Context: an optimization exercise on an open-source flow, tuned for small area. The choices shown serve that exercise and are no tape-out recipe.
RTL that was checked went through simulation tests only; none was proved equivalent to the original.
No driver is modelled on the clock port, so clock power and skew are understated where the tree is cut down; a real chip needs a root buffer or a tree.
Power is estimated from default activity; no workload was simulated.

==> flow/design.v (excerpt) <==
module uartBridgeTop (
    input  logic sys_clk,
    input  logic arstN,
    input  logic uartRxLine,
    output logic uartTxLine,
    output logic cmdError
);
    localparam logic [7:0] CMD_CLEAR = 8'h2F;
    localparam logic [1:0] RX_IDLE  = 2'd0;
    localparam logic [1:0] RX_START = 2'd1;
    localparam logic [1:0] RX_DATA  = 2'd2;
    localparam logic [1:0] RX_STOP  = 2'd3;
    logic [1:0] syncReg;
    logic       rxSync;
    logic [1:0] rxState;
    logic [3:0] rxCnt;
    logic [2:0] rxBit;          
    logic       rxStrobe;       
    logic [7:0] rxByte;
    logic       rxRead;
    assign rxSync   = syncReg[1];
    assign rxRead   = (rxState == RX_DATA) && (rxCnt == 4'd0);
    assign rxStrobe = (rxState == RX_IDLE) && (rxCnt == 4'd0);
    always_ff @(posedge sys_clk or negedge arstN) begin
        if (!arstN) begin
            syncReg  <= 2'b11;
            rxState  <= RX_IDLE;
            rxCnt    <= 4'd9;
            rxBit    <= '0;
        end else begin
            syncReg  <= {syncReg[0], uartRxLine};
            rxCnt    <= (rxState == RX_IDLE) ? 4'd9 : rxCnt + 4'd1;
            if (rxRead)
                rxBit <= rxBit + 3'd1;
            case (rxState)
  ...
Settings: LEC_CHECK=0, CAP_MARGIN=20, CORE_MARGIN=2, CORE_UTILIZATION=60, CTS_BUF_LIST=sky130_fd_sc_hd__clkbuf_16, CTS_CLUSTER_DIAMETER=45, CTS_CLUSTER_SIZE=28, PLACE_DENSITY=0.75, SLEW_MARGIN=20; clock period 10.0 ns.
run.sh (not shown) runs the stock make flow with config.mk's settings and CLKGATE_MAP_FILE= SYNTH_SCRIPT=/design/flow/synth_recipe.tcl, a recipe that flattens the netlist after the stock synthesis.
The starting point finished clean.
Change:
==> flow/flow/run.sh (new file) <==
#!/bin/bash
set -euo pipefail
CTS_SIZE=${CTS_SIZE:-28}
CTS_DIAM=${CTS_DIAM:-45}
CTS_BUF=${CTS_BUF:-sky130_fd_sc_hd__clkbuf_16}
if [[ -f flow/cts.env ]]; then source flow/cts.env; fi
cat >> config.mk <<EOC
export CTS_ARGS = -sink_clustering_enable -repair_clock_nets -sink_clustering_size $CTS_SIZE -sink_clustering_max_diameter $CTS_DIAM -buf_list $CTS_BUF -dont_use_dummy_load
EOC
bash standard.sh > flow_make.log 2>&1
==> flow/flow/cts.env (new file) <==
CTS_SIZE=14
CTS_DIAM=30
CTS_BUF=sky130_fd_sc_hd__clkbuf_8
==> flow/standard.sh (new file) <==
#!/bin/bash
# synth_recipe.tcl (not shown) runs the flow's synth.tcl, then flattens the netlist and writes it again
# the make line also repeats each setting of config.mk as NAME=value (left out here)
make -C /OpenROAD-flow-scripts/flow DESIGN_CONFIG=/design/flow/config.mk WORK_HOME=/design/flow/orfs CLKGATE_MAP_FILE= SYNTH_SCRIPT=/design/flow/synth_recipe.tcl "${@:-finish}"
- CTS_ARGS: not set -> -sink_clustering_enable -repair_clock_nets -sink_clustering_size 14 -sink_clustering_max_diameter 30 -buf_list sky130_fd_sc_hd__clkbuf_8 -dont_use_dummy_load
- CTS_BUF_LIST: sky130_fd_sc_hd__clkbuf_16 -> not set
- CTS_CLUSTER_DIAMETER: 45 -> not set
- CTS_CLUSTER_SIZE: 28 -> not set
removed: flow/run.sh
=>
- The changed run completed with no timing, DRC or antenna violations
- final cell count is about the same
- final area falls by 3.1%
- first-iteration DRC count goes down by 22%
- global-route usage fell by 1.9 points
- maximum frequency shrinks by 1.3%
- synthesized area is unchanged
- total power goes down by 10%
- sequential cell count is unchanged
Function was not checked in any run of this note: the RTL went through the layout flow alone.

* * *

Another version of the RTL of uartBridgeTop (not shown whole).
Size: roughly 2,100 flip-flops, roughly 0.045 mm2 of cells after synthesis.
clock: 10.0 ns
lec_check: 0
cap_margin: 20
core_margin: 2
core_utilization: 60
place_density: 0.75
slew_margin: 20
cts_args: -sink_clustering_enable -repair_clock_nets -sink_clustering_size 20 -sink_clustering_max_diameter 35 -buf_list sky130_fd_sc_hd__clkbuf_8 -root_buf sky130_fd_sc_hd__clkbuf_16 -tree_buf sky130_fd_sc_hd__clkbuf_16 -sink_clustering_buffer sky130_fd_sc_hd__clkbuf_8 -dont_use_dummy_load
post_cts_tcl: /design/flow/flow/merge_leaves.tcl
leaf_cap: 22
leaf_dist: 35
standard.sh (not shown) runs the stock make flow with config.mk's settings and CLKGATE_MAP_FILE= SYNTH_SCRIPT=/design/flow/synth_recipe.tcl, a recipe that flattens the netlist after the stock synthesis.
==> flow/flow/run.sh <==
#!/bin/bash
set -euo pipefail
CTS_SIZE=${CTS_SIZE:-28}
CTS_DIAM=${CTS_DIAM:-45}
CTS_BUF=${CTS_BUF:-sky130_fd_sc_hd__clkbuf_16}
if [[ -f flow/cts.env ]]; then source flow/cts.env; fi
cat >> config.mk <<EOC
export CTS_ARGS = -sink_clustering_enable -repair_clock_nets -sink_clustering_size $CTS_SIZE -sink_clustering_max_diameter $CTS_DIAM -buf_list $CTS_BUF ${CTS_EXTRA:-} -dont_use_dummy_load
EOC
if [[ -n "${LEAF_CAP:-}" ]]; then
cat >> config.mk <<EOC
export POST_CTS_TCL = $PWD/flow/merge_leaves.tcl
export LEAF_CAP = $LEAF_CAP
export LEAF_DIST = ${LEAF_DIST:-25}
EOC
fi
bash standard.sh > flow_make.log 2>&1
==> flow/flow/cts.env <==
CTS_SIZE=20
CTS_DIAM=35
CTS_BUF=sky130_fd_sc_hd__clkbuf_8
CTS_EXTRA="-root_buf sky130_fd_sc_hd__clkbuf_16 -tree_buf sky130_fd_sc_hd__clkbuf_16 -sink_clustering_buffer sky130_fd_sc_hd__clkbuf_8"
LEAF_CAP=22
LEAF_DIST=35
Other scripts of this flow, unchanged in this note and not shown: flow/flow/merge_leaves.tcl
Rerun with:
--- a/flow/flow/cts.env
+++ b/flow/flow/cts.env
@@ -1,3 +1,3 @@
-CTS_SIZE=20
-CTS_DIAM=35
+CTS_SIZE=22
+CTS_DIAM=38
 CTS_BUF=sky130_fd_sc_hd__clkbuf_8
--- a/flow/config.mk
+++ b/flow/config.mk
@@ -12,3 +12,3 @@
 export SLEW_MARGIN = 20
-export CTS_ARGS = -sink_clustering_enable -repair_clock_nets -sink_clustering_size 20 -sink_clustering_max_diameter 35 -buf_list sky130_fd_sc_hd__clkbuf_8 -root_buf sky130_fd_sc_hd__clkbuf_16 -tree_buf sky130_fd_sc_hd__clkbuf_16 -sink_clustering_buffer sky130_fd_sc_hd__clkbuf_8 -dont_use_dummy_load
+export CTS_ARGS = -sink_clustering_enable -repair_clock_nets -sink_clustering_size 22 -sink_clustering_max_diameter 38 -buf_list sky130_fd_sc_hd__clkbuf_8 -root_buf sky130_fd_sc_hd__clkbuf_16 -tree_buf sky130_fd_sc_hd__clkbuf_16 -sink_clustering_buffer sky130_fd_sc_hd__clkbuf_8 -dont_use_dummy_load
 export POST_CTS_TCL = /design/flow/flow/merge_leaves.tcl
After rerunning: The new run completed without violations; clock-buffer cell count goes down by 1; sequential cell count is unchanged; first-iteration DRC count goes down by 13%; sequential share of layout area is about the same; worst hold slack is better by 0.017 ns; cell area is about the same; total power stays flat; non-clock buffer count does not change.

* * *

uartBridgeTop, a different RTL version from the one above (not shown whole).
Size in the first run: roughly 2100 flip-flops, about 5 I/O pins.
clock: 10.0 ns
lec_check: 0
cap_margin: 20
core_margin: 2
core_utilization: 60
place_density: 0.75
slew_margin: 20
cts_args: -sink_clustering_enable -repair_clock_nets -sink_clustering_size 20 -sink_clustering_max_diameter 35 -buf_list sky130_fd_sc_hd__clkbuf_8 -root_buf sky130_fd_sc_hd__clkbuf_16 -tree_buf sky130_fd_sc_hd__clkbuf_16 -sink_clustering_buffer sky130_fd_sc_hd__clkbuf_8 -dont_use_dummy_load
post_cts_tcl: /design/flow/flow/merge_leaves.tcl
leaf_cap: 21
leaf_dist: 40
leaf_hp: 75
==> flow/flow/run.sh <==
#!/bin/bash
set -euo pipefail
CTS_SIZE=${CTS_SIZE:-28}
CTS_DIAM=${CTS_DIAM:-45}
CTS_BUF=${CTS_BUF:-sky130_fd_sc_hd__clkbuf_16}
if [[ -f flow/cts.env ]]; then source flow/cts.env; fi
cat >> config.mk <<EOC
export CTS_ARGS = -sink_clustering_enable -repair_clock_nets -sink_clustering_size $CTS_SIZE -sink_clustering_max_diameter $CTS_DIAM -buf_list $CTS_BUF ${CTS_EXTRA:-} -dont_use_dummy_load
EOC
if [[ -n "${LEAF_CAP:-}" ]]; then
cat >> config.mk <<EOC
export POST_CTS_TCL = $PWD/flow/merge_leaves.tcl
export LEAF_CAP = $LEAF_CAP
export LEAF_DIST = ${LEAF_DIST:-25}
export LEAF_HP = ${LEAF_HP:-80}
EOC
fi
bash standard.sh > flow_make.log 2>&1
==> flow/flow/cts.env <==
CTS_SIZE=20
CTS_DIAM=35
CTS_BUF=sky130_fd_sc_hd__clkbuf_8
CTS_EXTRA="-root_buf sky130_fd_sc_hd__clkbuf_16 -tree_buf sky130_fd_sc_hd__clkbuf_16 -sink_clustering_buffer sky130_fd_sc_hd__clkbuf_8"
LEAF_CAP=21
LEAF_DIST=40
LEAF_HP=75
==> flow/flow/merge_leaves.tcl <==
# Post-CTS hook: CTS's sink clustering leaves many leaf clock buffers far below their load
# limit. Move the sinks of the emptiest leaf buffers to nearby leaf buffers that have room,
# then remove the leaf buffers left without loads. Global routing's repair runs afterwards.
set mcap  [expr {[info exists ::env(LEAF_CAP)] ? $::env(LEAF_CAP) : 20}]
set mdist [expr {[info exists ::env(LEAF_DIST)] ? $::env(LEAF_DIST) : 25.0}]
set block [ord::get_db_block]
set dbu [$block getDefUnits]
set dmax [expr {int($mdist * $dbu)}]
# Largest half-perimeter of a merged leaf net's pins; longer nets slow the clock edge
set hpmax [expr {int(([info exists ::env(LEAF_HP)] ? $::env(LEAF_HP) : 80.0) * $dbu)}]

proc center {inst} {
  set bb [$inst getBBox]
  return [list [expr {([$bb xMin] + [$bb xMax]) / 2}] [expr {([$bb yMin] + [$bb yMax]) / 2}]]
}

# leaf buffer -> list of sink iterms
array set sinks {}
array set loc {}
set leaves {}
foreach inst [$block getInsts] {
  if {![string match "clkbuf_leaf_*" [$inst getName]]} { continue }
  set net [[$inst findITerm X] getNet]
  set s {}
  foreach it [$net getITerms] {
    if {[$it isOutputSignal]} { continue }
    if {[$it getInst] == $inst} { continue }
    lappend s $it
  }
  set sinks($inst) $s
  set loc($inst) [center $inst]
  lassign $loc($inst) bx by
  set box($inst) [list $bx $by $bx $by]
  foreach it $s {
    lassign [center [$it getInst]] sx sy
    lassign $box($inst) x0 y0 x1 y1
    set box($inst) [list [expr {min($x0,$sx)}] [expr {min($y0,$sy)}] [expr {max($x1,$sx)}] [expr {max($y1,$sy)}]]
  }
  lappend leaves $inst
}
puts "merge_leaves: [llength $leaves] leaf buffers before, cap $mcap, distance $mdist um"

set done {}
set removed 0
while {1} {
  # emptiest leaf not yet tried
  set best ""
  set bestn 1000000
  foreach l $leaves {
    if {[lsearch -exact $done $l] >= 0} { continue }
    set n [llength $sinks($l)]
    if {$n < $bestn} { set bestn $n; set best $l }
  }
  if {$best eq "" || $bestn >= $mcap} { break }
  lappend done $best
  # plan: every sink to the nearest other leaf with room
  array unset used
  array set used {}
  array unset nbox
  array set nbox [array get box]
  set plan {}
  set ok 1
  foreach it $sinks($best) {
    lassign [center [$it getInst]] sx sy
    set tgt ""
    set td 0
    foreach m $leaves {
      if {$m == $best} { continue }
      set room [expr {$mcap - [llength $sinks($m)] - ([info exists used($m)] ? $used($m) : 0)}]
      if {$room <= 0} { continue }
      lassign $loc($m) mx my
      set d [expr {abs($mx - $sx) + abs($my - $sy)}]
      if {$d > $dmax} { continue }
      lassign $nbox($m) x0 y0 x1 y1
      set hp [expr {max($x1,$sx) - min($x0,$sx) + max($y1,$sy) - min($y0,$sy)}]
      if {$hp > $hpmax} { continue }
      if {$tgt eq "" || $d < $td} { set tgt $m; set td $d }
    }
    if {$tgt eq ""} { set ok 0; break }
    lassign $nbox($tgt) x0 y0 x1 y1
    set nbox($tgt) [list [expr {min($x0,$sx)}] [expr {min($y0,$sy)}] [expr {max($x1,$sx)}] [expr {max($y1,$sy)}]]
    if {[info exists used($tgt)]} { incr used($tgt) } else { set used($tgt) 1 }
    lappend plan $it $tgt
  }
  if {!$ok} { continue }
  array set box [array get nbox]
  foreach {it tgt} $plan {
    set tnet [[$tgt findITerm X] getNet]
    $it disconnect
    $it connect $tnet
    lappend sinks($tgt) $it
  }
  set onet [[$best findITerm X] getNet]
  [$best findITerm A] disconnect
  [$best findITerm X] disconnect
  odb::dbInst_destroy $best
  odb::dbNet_destroy $onet
  set i [lsearch -exact $leaves $best]
  set leaves [lreplace $leaves $i $i]
  incr removed
}
puts "merge_leaves: removed $removed, [llength $leaves] leaf buffers left"
Change:
==> flow/flow/cts.env (replaced) <==
CTS_SIZE=20
CTS_DIAM=35
CTS_BUF=sky130_fd_sc_hd__clkbuf_8
CTS_EXTRA="-root_buf sky130_fd_sc_hd__clkbuf_16 -tree_buf sky130_fd_sc_hd__clkbuf_8 -sink_clustering_buffer sky130_fd_sc_hd__clkbuf_8"
LEAF_CAP=22
LEAF_DIST=40
LEAF_HP=75
CORE_UTILIZATION = 70   (was 60)
CTS_ARGS = -sink_clustering_enable -repair_clock_nets -sink_clustering_size 20 -sink_clustering_max_diameter 35 -buf_list sky130_fd_sc_hd__clkbuf_8 -root_buf sky130_fd_sc_hd__clkbuf_16 -tree_buf sky130_fd_sc_hd__clkbuf_8 -sink_clustering_buffer sky130_fd_sc_hd__clkbuf_8 -dont_use_dummy_load   (was -sink_clustering_enable -repair_clock_nets -sink_clustering_size 20 -sink_clustering_max_diameter 35 -buf_list sky130_fd_sc_hd__clkbuf_8 -root_buf sky130_fd_sc_hd__clkbuf_16 -tree_buf sky130_fd_sc_hd__clkbuf_16 -sink_clustering_buffer sky130_fd_sc_hd__clkbuf_8 -dont_use_dummy_load)
LEAF_CAP = 22   (was 21)
PLACE_DENSITY = 0.85   (was 0.75)
After rerunning: The changed run passed the timing, design-rule and antenna checks; non-clock buffer count is higher by 1; worst hold slack is better by 0.0045 ns; sequential power hardly moves; worst setup slack gets worse by 0.057 ns; routed wire length went up by about 12%; first-iteration DRC count went up by about 7.5%; clock skew climbs by 0.036 ns.

==> port drivers added, routing unchanged <==
The flow's constraints put no driver on any port. The routed layouts listed below were extracted and timed again, unchanged, in two steps.
Step 1, drivers: a clkbuf_16 drives sys_clk and a buf_2 each remaining input, both assumed.
Step 2 times the ports against the registers' clock, not the clock port: input delays grow and output delays shrink by t, the midpoint of the rising clock arrivals with the driver on.
Three values: ideal, step 1, step 2; two values: the first two.
| run | t, ns | setup slack, ns | worst data-port slew with drivers (ns) |
|---|---|---|---|
| the first run of note 1 | 0.769 | 6.209 / 6.145 / 6.869 | 0.03 |
| the second run of note 1 | 0.856 | 6.161 / 6.099 / 6.908 | 0.03 |
| the first run of note 2 | 0.721 | 6.164 / 6.095 / 6.816 | 0.03 |
| the second run of note 2 | 0.728 | 6.167 / 6.107 / 6.835 | 0.03 |
| the first run of note 3 | 0.727 | 6.215 / 6.152 / 6.879 | 0.04 |
| the second run of note 3 | 0.683 | 6.158 / 6.098 / 6.781 | 0.03 |
After both steps every run listed still meets setup and hold.
